This is an optimization exercise on Yosys and OpenROAD, whose aim is small area, a short achievable clock period and few clock cycles per item, not a production implementation.
In this exercise RTL edits were held to simulation tests only and were not proved equivalent to the original.

==> onyx <==
==> flow/design.v <==
module dmem_responder #(
    parameter int unsigned DEPTH   = 64,
    parameter int unsigned ADDR_W  = 32,
    parameter int unsigned LATENCY = 2
) (
    input  logic              clk,
    input  logic              rst,
    input  logic              req_valid,
    output logic              req_ready,
    input  logic              req_we,
    input  logic [ADDR_W-1:0] req_addr,
    input  logic [2:0]        req_funct3,
    input  logic [31:0]       req_wdata,
    output logic              rsp_valid,
    input  logic              rsp_ready,
    output logic [31:0]       rsp_rdata,
    output logic              rsp_err,
    output logic              busy
);
    localparam int unsigned IDX_W = $clog2(DEPTH);
    logic [31:0] mem [DEPTH];
    logic unused_c;
    assign unused_c = ^{req_addr[ADDR_W-1:IDX_W+2]};
    logic [IDX_W-1:0] idx;
    logic [1:0]       off;
    logic [2:0]       f3;
    assign idx = req_addr[IDX_W+1:2];
    assign off = req_addr[1:0];
    assign f3  = req_funct3;
    logic err;
    assign err = (f3[1:0] == 2'b11) || (f3 == 3'b110) || (req_we && f3[2]) ||
                 (f3[1:0] == 2'b01 && off[0]) || (f3[1:0] == 2'b10 && off != 2'b00);
    logic acc;
    assign acc = req_valid && req_ready;
    logic [3:0]  st_be;
    logic [31:0] st_wd;
    always_comb begin
        case (f3[1:0])
            2'b00: begin
                st_be = 4'b0001 << off;
                st_wd = {4{req_wdata[7:0]}};
            end
            2'b01: begin
                st_be = off[1] ? 4'b1100 : 4'b0011;
                st_wd = {2{req_wdata[15:0]}};
            end
            default: begin
                st_be = 4'b1111;
                st_wd = req_wdata;
            end
        endcase
    end
    logic do_st;
    assign do_st = acc && req_we && !err && rst;    
    always_ff @(posedge clk) begin
        for (int w = 0; w < DEPTH; w++) begin
            for (int b = 0; b < 4; b++) begin
                if (do_st && idx == IDX_W'(w) && st_be[b]) mem[w][8*b +: 8] <= st_wd[8*b +: 8];
            end
        end
    end
    logic [31:0] rd_c  [2];
    always_comb begin
        rd_c[0] = mem[{1'b0, idx[IDX_W-2:0]}];
        rd_c[1] = mem[{1'b1, idx[IDX_W-2:0]}];
    end
    logic       ld;
    logic [1:0] hs;                                  
    logic [3:0] lane0;
    logic [1:0] lane1;
    logic [3:0] sgl;
    logic [7:0] n_b0, n_sg;
    logic [3:0] n_b1;
    logic [1:0] n_wd;
    logic       n_x1, n_x2;
    always_comb begin
        ld    = !req_we && !err;
        hs    = idx[5] ? 2'b10 : 2'b01;
        lane0 = 4'd0;
        lane1 = 2'd0;
        sgl   = 4'd0;
        n_x1  = 1'b0;
        n_x2  = 1'b0;
        case (f3[1:0])
            2'b00: begin                             
                lane0 = 4'b0001 << off;
                if (!f3[2]) begin
                    sgl  = 4'b0001 << off;
                    n_x1 = 1'b1;
                    n_x2 = 1'b1;
                end
            end
            2'b01: begin                             
                lane0 = off[1] ? 4'b0100 : 4'b0001;
                lane1 = off[1] ? 2'b10 : 2'b01;
                if (!f3[2]) begin
                    sgl  = off[1] ? 4'b1000 : 4'b0010;
                    n_x2 = 1'b1;
                end
            end
            default: begin                           
                lane0 = 4'b0001;
                lane1 = 2'b01;
            end
        endcase
        if (!ld) begin
            lane0 = 4'd0;
            lane1 = 2'd0;
            sgl   = 4'd0;
        end
        for (int c = 0; c < 2; c++) begin
            n_b0[4*c +: 4] = hs[c] ? lane0 : 4'd0;
            n_b1[2*c +: 2] = hs[c] ? lane1 : 2'd0;
            n_sg[4*c +: 4] = hs[c] ? sgl : 4'd0;
            n_wd[c]        = hs[c] && ld && f3[1:0] == 2'b10;
        end
    end
    logic        s1_v, s1_err;
    logic [31:0] s1_c [2];
    logic [7:0]  s1_b0, s1_sg;
    logic [3:0]  s1_b1;
    logic [1:0]  s1_wd;
    logic        s1_x1, s1_x2;
    always_ff @(posedge clk) begin
        s1_c[0] <= rd_c[0];
        s1_c[1] <= rd_c[1];
        s1_err  <= err;
        s1_b0   <= n_b0;
        s1_b1   <= n_b1;
        s1_sg   <= n_sg;
        s1_wd   <= n_wd;
        s1_x1   <= n_x1 && ld;
        s1_x2   <= n_x2 && ld;
    end
    logic        sign;
    logic [31:0] ext;
    always_comb begin
        sign = 1'b0;
        ext  = 32'd0;
        for (int c = 0; c < 2; c++) begin
            for (int l = 0; l < 4; l++) begin
                sign      = sign | (s1_sg[4*c+l] & s1_c[c][8*l+7]);
                ext[7:0]  = ext[7:0] | (s1_c[c][8*l +: 8] & {8{s1_b0[4*c+l]}});
            end
            ext[15:8]  = ext[15:8] | (s1_c[c][15:8] & {8{s1_b1[2*c]}})
                                   | (s1_c[c][31:24] & {8{s1_b1[2*c+1]}});
            ext[31:16] = ext[31:16] | (s1_c[c][31:16] & {16{s1_wd[c]}});
        end
        ext[15:8]  = ext[15:8]  | {8{sign & s1_x1}};
        ext[31:16] = ext[31:16] | {16{sign & s1_x2}};
    end
    logic        v0, v1, v2;
    logic [31:0] q1_data, q2_data;
    logic        q1_err, q2_err;
    logic        take;
    assign take = v0 && rsp_ready;
    logic [1:0] k, k_next;
    always_comb begin
        k      = 2'(v0) + 2'(v1) + 2'(v2);
        k_next = k - 2'(take) + 2'(s1_v);
    end
    always_ff @(posedge clk) begin
        if (!rst) begin
            s1_v      <= 1'b0;
            v0        <= 1'b0;
            v1        <= 1'b0;
            v2        <= 1'b0;
            req_ready <= 1'b0;
            busy      <= 1'b0;
        end else begin
            s1_v      <= acc;
            v0        <= k_next >= 2'd1;
            v1        <= k_next >= 2'd2;
            v2        <= k_next == 2'd3;
            req_ready <= (3'(k_next) + 3'(acc)) <= 3'd2;
            busy      <= (k_next != 2'd0) || acc;
        end
    end
    assign rsp_valid = v0;
    always_ff @(posedge clk) begin
        if (!v0 || take) begin
            rsp_rdata <= v1 ? q1_data : ext;
            rsp_err   <= v1 ? q1_err  : s1_err;
        end
        if (take) begin
            q1_data <= v2 ? q2_data : ext;
            q1_err  <= v2 ? q2_err  : s1_err;
        end else if (!v1) begin
            q1_data <= ext;
            q1_err  <= s1_err;
        end
        if (!v2 || take) begin
            q2_data <= ext;
            q2_err  <= s1_err;
        end
    end
endmodule
==> flow/run.sh <==
#!/bin/bash
# synth_recipe.tcl (not shown) runs the flow's synth.tcl, then flattens the netlist and writes it again
# the make line also repeats each setting of config.mk as NAME=value (left out here)
make -C /OpenROAD-flow-scripts/flow DESIGN_CONFIG=/design/flow/config.mk WORK_HOME=/design/flow/orfs CLKGATE_MAP_FILE= SYNTH_SCRIPT=/design/flow/synth_recipe.tcl finish
==> flow/config.mk <==
export PLATFORM = sky130hd
export DESIGN_NAME = dmem_responder
export DESIGN_NICKNAME = dmem_responder
export VERILOG_FILES = /design/flow/design.v
export SDC_FILE = /design/flow/constraint.sdc
export NUM_CORES = 4
export LEC_CHECK = 0
export CAP_MARGIN = 20
export CORE_MARGIN = 2
export CORE_UTILIZATION = 65
export CTS_CLUSTER_DIAMETER = 70
export CTS_CLUSTER_SIZE = 26
export SETUP_SLACK_MARGIN = 2.8
export SLEW_MARGIN = 20
==> flow/constraint.sdc <==
create_clock -name core_clock -period 5.0 [get_ports {clk}]
set_input_delay 1.0000 -clock core_clock [delete_from_list [all_inputs] [get_ports {clk}]]
set_output_delay 1.0000 -clock core_clock [all_outputs]
set_load 0.01 [all_outputs]
==> maple (differences from onyx) <==
Settings changed: SETUP_SLACK_MARGIN 2.8 to 2.6.
==> willow (differences from onyx) <==
--- a/flow/design.v
+++ b/flow/design.v
@@ -60,21 +60,37 @@
         end
     end
-    logic [31:0] rd_c  [2];
-    always_comb begin
-        rd_c[0] = mem[{1'b0, idx[IDX_W-2:0]}];
-        rd_c[1] = mem[{1'b1, idx[IDX_W-2:0]}];
+    localparam int unsigned NC = 4;
+    logic [31:0] rd_l1 [DEPTH/4];
+    logic [31:0] rd_c  [NC];
+    always_comb begin
+        for (int g = 0; g < DEPTH/4; g++) begin
+            case (idx[1:0])
+                2'd0:    rd_l1[g] = mem[4*g];
+                2'd1:    rd_l1[g] = mem[4*g+1];
+                2'd2:    rd_l1[g] = mem[4*g+2];
+                default: rd_l1[g] = mem[4*g+3];
+            endcase
+        end
+        for (int c = 0; c < NC; c++) begin
+            case (idx[3:2])
+                2'd0:    rd_c[c] = rd_l1[4*c];
+                2'd1:    rd_c[c] = rd_l1[4*c+1];
+                2'd2:    rd_c[c] = rd_l1[4*c+2];
+                default: rd_c[c] = rd_l1[4*c+3];
+            endcase
+        end
     end
     logic       ld;
-    logic [1:0] hs;                                  
+    logic [NC-1:0] hs;                               
     logic [3:0] lane0;
     logic [1:0] lane1;
     logic [3:0] sgl;
-    logic [7:0] n_b0, n_sg;
-    logic [3:0] n_b1;
-    logic [1:0] n_wd;
+    logic [4*NC-1:0] n_b0, n_sg;
+    logic [2*NC-1:0] n_b1;
+    logic [NC-1:0]   n_wd;
     logic       n_x1, n_x2;
     always_comb begin
         ld    = !req_we && !err;
-        hs    = idx[5] ? 2'b10 : 2'b01;
+        hs    = NC'(1) << idx[5:4];
         lane0 = 4'd0;
         lane1 = 2'd0;
@@ -109,5 +125,5 @@
             sgl   = 4'd0;
         end
-        for (int c = 0; c < 2; c++) begin
+        for (int c = 0; c < NC; c++) begin
             n_b0[4*c +: 4] = hs[c] ? lane0 : 4'd0;
             n_b1[2*c +: 2] = hs[c] ? lane1 : 2'd0;
@@ -117,12 +133,11 @@
     end
     logic        s1_v, s1_err;
-    logic [31:0] s1_c [2];
-    logic [7:0]  s1_b0, s1_sg;
-    logic [3:0]  s1_b1;
-    logic [1:0]  s1_wd;
+    logic [31:0]     s1_c [NC];
+    logic [4*NC-1:0] s1_b0, s1_sg;
+    logic [2*NC-1:0] s1_b1;
+    logic [NC-1:0]   s1_wd;
     logic        s1_x1, s1_x2;
     always_ff @(posedge clk) begin
-        s1_c[0] <= rd_c[0];
-        s1_c[1] <= rd_c[1];
+        for (int c = 0; c < NC; c++) s1_c[c] <= rd_c[c];
         s1_err  <= err;
         s1_b0   <= n_b0;
@@ -138,5 +153,5 @@
         sign = 1'b0;
         ext  = 32'd0;
-        for (int c = 0; c < 2; c++) begin
+        for (int c = 0; c < NC; c++) begin
             for (int l = 0; l < 4; l++) begin
                 sign      = sign | (s1_sg[4*c+l] & s1_c[c][8*l+7]);
Settings changed: CTS_CLUSTER_DIAMETER 70 to 80, CTS_CLUSTER_SIZE 26 to 30, PLACE_DENSITY set to 0.75, SETUP_SLACK_MARGIN 2.8 to 2.6.
==> flow_metrics.env <==
export IMPL_grtUsageMet3=0.07770
export IMPL_min_period_over_period=0.5048
export IMPL_status="timing/DRC/antenna clean"
export IMPL_mostFrequentLayoutCells="edfxtp_1, mux4_2, buf_4, nor2_1, dfxtp_1"
export IMPL_critPathMaxStageDelay_ns=0.44
export IMPL_initial_core_util=0.6544
# the run above: willow

==> flow_metrics.env <==
export IMPL_status="timing/DRC/antenna clean"
export IMPL_drc=0
export IMPL_worstSkewPairLatency_ns=0.82
export IMPL_critPathMaxStageDelay_ns=0.40
export IMPL_setup_tns_ns=0
export IMPL_layout_cells_non_filler=7736
export IMPL_syn_cell_area_um2=86830
export IMPL_ir_drop_mv=0.3957
export IMPL_initial_core_util=0.6530
export IMPL_busiest_layer="met2"
export IMPL_grtUsageMet3=0.1080
export IMPL_mostFrequentLayoutCells="edfxtp_1, nand3_1, buf_4, mux2_2, a22oi_1"
export IMPL_wl_met1_um=96560
# the run above: maple

==> flow_metrics.env <==
export IMPL_syn_inst=5540
export IMPL_min_period_over_period=0.5164
export IMPL_synth_cell_types=80
export IMPL_critPathMaxStageDelay_ns=0.83
export IMPL_whs_path_depth=2
export IMPL_grtUsageMet3=0.1602
export IMPL_setup_tns_ns=0
export IMPL_status="timing/DRC/antenna clean"
export IMPL_fillerInstances=6249
export IMPL_htreeDepth=3
export IMPL_synth_most_common_cell="edfxtp_1"
export IMPL_start_kind="input pin"
export IMPL_die_height_um=369.5
# the run above: onyx

Testbench counts of onyx, summed over its fixed seeds: cycles 4,816, items 4,800.
Testbench counts of maple, summed over its fixed seeds: cycles 4,816, items 4,800.
Testbench counts of willow, summed over its fixed seeds: cycles 4,816, items 4,800.

-- separate check: timing with driven ports --
The results above use ideal ports. As a check the final layouts listed here were re-extracted and re-timed, cells and wires unchanged. Step 1 (the two cells are an assumption about what drives the block):
set clk [get_ports {clk}]
set_driving_cell -lib_cell sky130_fd_sc_hd__clkbuf_16 $clk
set_driving_cell -lib_cell sky130_fd_sc_hd__buf_2 [delete_from_list [all_inputs] $clk]
Step 2 adds t to the input delays and takes it off the output delays; t is the mean of the earliest and latest rising clock arrival at the registers after step 1. Input paths then give back, and output paths get back, about the clock's delay inside the block. Slacks: no drivers / after step 1 / after step 2; pairs: no drivers / after step 1.
run | t (ns) | setup slack, ns | slew at the worst register clock pin (ns) | pins driven straight from the clock port
onyx | 0.889 | 2.418 / 2.103 / 1.214 | 0.11 / 0.11 | 1
maple | 0.885 | 2.480 / 2.358 / 1.473 | 0.11 / 0.11 | 1
willow | 0.836 | 2.476 / 2.414 / 1.578 | 0.12 / 0.12 | 1
After both steps every run listed still meets setup and hold. The setup slack of onyx, which loses most, moves by -0.315 ns with the drivers and by -1.204 ns with both steps.
